From an optimization exercise on the open Yosys and OpenROAD flow, aimed at a short achievable clock period and few clock cycles; shortcuts taken in it are not production practice. The RTL was checked by simulation tests, not by an equivalence proof against the original design. Power and IR drop assume default switching activity.

Setup of job 4233:
// riscv_pipe_top
module riscv_pipe_top (
    input  logic                clk,
    input  logic                rst,
    output logic [32-1:0] imem_addr,
    input  logic [32-1:0] imem_data,
    output logic [32-1:0] dmem_addr,
    output logic                dmem_read,
    output logic                dmem_write,
    output logic [32-1:0] dmem_wdata,
    input  logic [32-1:0] dmem_rdata
);
For scale: about 8,900 cells after synthesis, roughly 2,100 flip-flops, roughly 100,000 sq um of cells after synthesis.
==> flow/config.mk <==
export PLATFORM = sky130hd
export DESIGN_NAME = riscv_pipe_top
export DESIGN_NICKNAME = riscv_pipe_top
export VERILOG_FILES = /design/flow/design.v
export SDC_FILE = /design/flow/constraint.sdc
export NUM_CORES = 4
export LEC_CHECK = 0
export ABC_CLOCK_PERIOD_IN_PS = 3000
export CAP_MARGIN = 20
export CELL_PAD_IN_SITES_DETAIL_PLACEMENT = 2
export CELL_PAD_IN_SITES_GLOBAL_PLACEMENT = 2
export CORE_MARGIN = 2
export CORE_UTILIZATION = 30
export SLEW_MARGIN = 20
export TNS_END_PERCENT = 20
==> flow/constraint.sdc <==
create_clock -name core_clock -period 11.0 [get_ports {clk}]
set_input_delay 2.2000 -clock core_clock [delete_from_list [all_inputs] [get_ports {clk}]]
set_output_delay 2.2000 -clock core_clock [all_outputs]
set_load 0.01 [all_outputs]
standard.sh (not shown) runs the stock make flow with config.mk's settings and CLKGATE_MAP_FILE= SYNTH_SCRIPT=/design/flow/synth_recipe.tcl, a recipe that flattens the netlist after the stock synthesis.
==> flow/flow/run.sh <==
#!/bin/bash
# The standard layout (standard.sh, unchanged synthesis), with repair_timing
# told to keep setup slack well above zero so the achieved period shrinks.
# The make run's full output (every ORFS step's tool output) goes to standard_flow.log;
# each step's own log is also under orfs/logs/.
set -uo pipefail
bash standard.sh SETUP_SLACK_MARGIN=7.0 finish > standard_flow.log 2>&1
Testbench counts of job 4233, summed over its fixed seeds: cycles 101,589.
For job 4989, these inputs were changed with respect to job 4233:
- a change of TNS_END_PERCENT from 20 to 10
-- flow/flow/run.sh --
<<< job 4233, line 6
set -uo pipefail
bash standard.sh SETUP_SLACK_MARGIN=7.0 finish > standard_flow.log 2>&1
>>> job 4989, line 6
set -uo pipefail
bash standard.sh SETUP_SLACK_MARGIN=6.7 finish > standard_flow.log 2>&1
### Flow results
Against job 4233, internal power consumption in job 4989 fell by a few percent.
Looking at worst setup path startpoint, the dmem_rdata[0] result is from job 4989; the dmem_rdata[1] one comes from job 4233.
Compared with job 4233, the detailed router inserted fewer vias in job 4989.
Register-to-register slack came out lower on job 4989 than on job 4233.

========
Setup of rev 12:
Starting RTL as in the previous note.
export LEC_CHECK = 0
export ABC_CLOCK_PERIOD_IN_PS = 3000
export CAP_MARGIN = 20
export CELL_PAD_IN_SITES_DETAIL_PLACEMENT = 2
export CELL_PAD_IN_SITES_GLOBAL_PLACEMENT = 2
export CORE_MARGIN = 2
export CORE_UTILIZATION = 30
export SLEW_MARGIN = 20
export TNS_END_PERCENT = 5
create_clock -name core_clock -period 11.0 [get_ports {clk}]
==> flow/flow/run.sh <==
#!/bin/bash
# The standard layout (standard.sh, unchanged synthesis), with repair_timing
# told to keep setup slack well above zero so the achieved period shrinks.
# The make run's full output (every ORFS step's tool output) goes to standard_flow.log;
# each step's own log is also under orfs/logs/.
set -uo pipefail
bash standard.sh SETUP_SLACK_MARGIN=7.0 finish > standard_flow.log 2>&1
Testbench counts of rev 12, summed over its fixed seeds: cycles 101,589.
Changes in rev 13 relative to rev 12:
# rev 12
export LEC_CHECK = 0
export ABC_CLOCK_PERIOD_IN_PS = 3000
export CAP_MARGIN = 20
export CELL_PAD_IN_SITES_DETAIL_PLACEMENT = 2
export CELL_PAD_IN_SITES_GLOBAL_PLACEMENT = 2
export CORE_MARGIN = 2
export CORE_UTILIZATION = 30
export SLEW_MARGIN = 20
export TNS_END_PERCENT = 5
create_clock -name core_clock -period 11.0 [get_ports {clk}]
# rev 13
export LEC_CHECK = 0
export ABC_CLOCK_PERIOD_IN_PS = 3000
export CAP_MARGIN = 20
export CELL_PAD_IN_SITES_DETAIL_PLACEMENT = 2
export CELL_PAD_IN_SITES_GLOBAL_PLACEMENT = 2
export CORE_MARGIN = 2
export CORE_UTILIZATION = 30
export SLEW_MARGIN = 20
export TNS_END_PERCENT = 100
create_clock -name core_clock -period 11.0 [get_ports {clk}]
diff --git a/flow/flow/run.sh b/flow/flow/run.sh
--- a/flow/flow/run.sh
+++ b/flow/flow/run.sh
@@ -7 +7 @@
-bash standard.sh SETUP_SLACK_MARGIN=7.0 finish > standard_flow.log 2>&1
+bash standard.sh SETUP_SLACK_MARGIN=8.0 finish > standard_flow.log 2>&1
==> comparison <==
- Rev 13 ends up with a pre-CTS setup slack that is 320 ps higher than in rev 12.
- Rev 13 ends up with higher non-clock inverter total of the final layout than rev 12 does.
- Rev 13 ended with more total routing usage reported by global routing than rev 12.

-- re-timing with driven ports --
Ports are ideal in the flow. The routed layouts listed here were re-timed in OpenROAD. Step 1: set_driving_cell puts a clkbuf_16 on clk and a buf_2 on each other input, an assumption about the parent block. Step 2, shift: input delay + t, output delay - t, t = (earliest + latest rising clock arrival at the registers) / 2. This alone moves slack from input paths to output paths. a / b / c = ideal ports / drivers / drivers and shift; a / b = the first two.
run | t (ns) | setup WS [ns] | worst setup path at the end | clock arrival spread, ns
job 4233 | 0.998 | 6.475 / 6.525 / 5.527 | input to register | 0.083 / 0.083
job 4989 | 1.010 | 6.451 / 6.446 / 5.474 | input to register | 0.085 / 0.084
rev 12 | 1.015 | 6.526 / 6.532 / 5.552 | input to register | 0.087 / 0.086
rev 13 | 1.046 | 6.278 / 6.278 / 5.441 | input to register | 0.086 / 0.087
After both steps every run listed still meets setup and hold. For job 4989, which loses most, drivers alone change the setup slack by -0.005 ns; drivers and shift together by -0.977 ns.
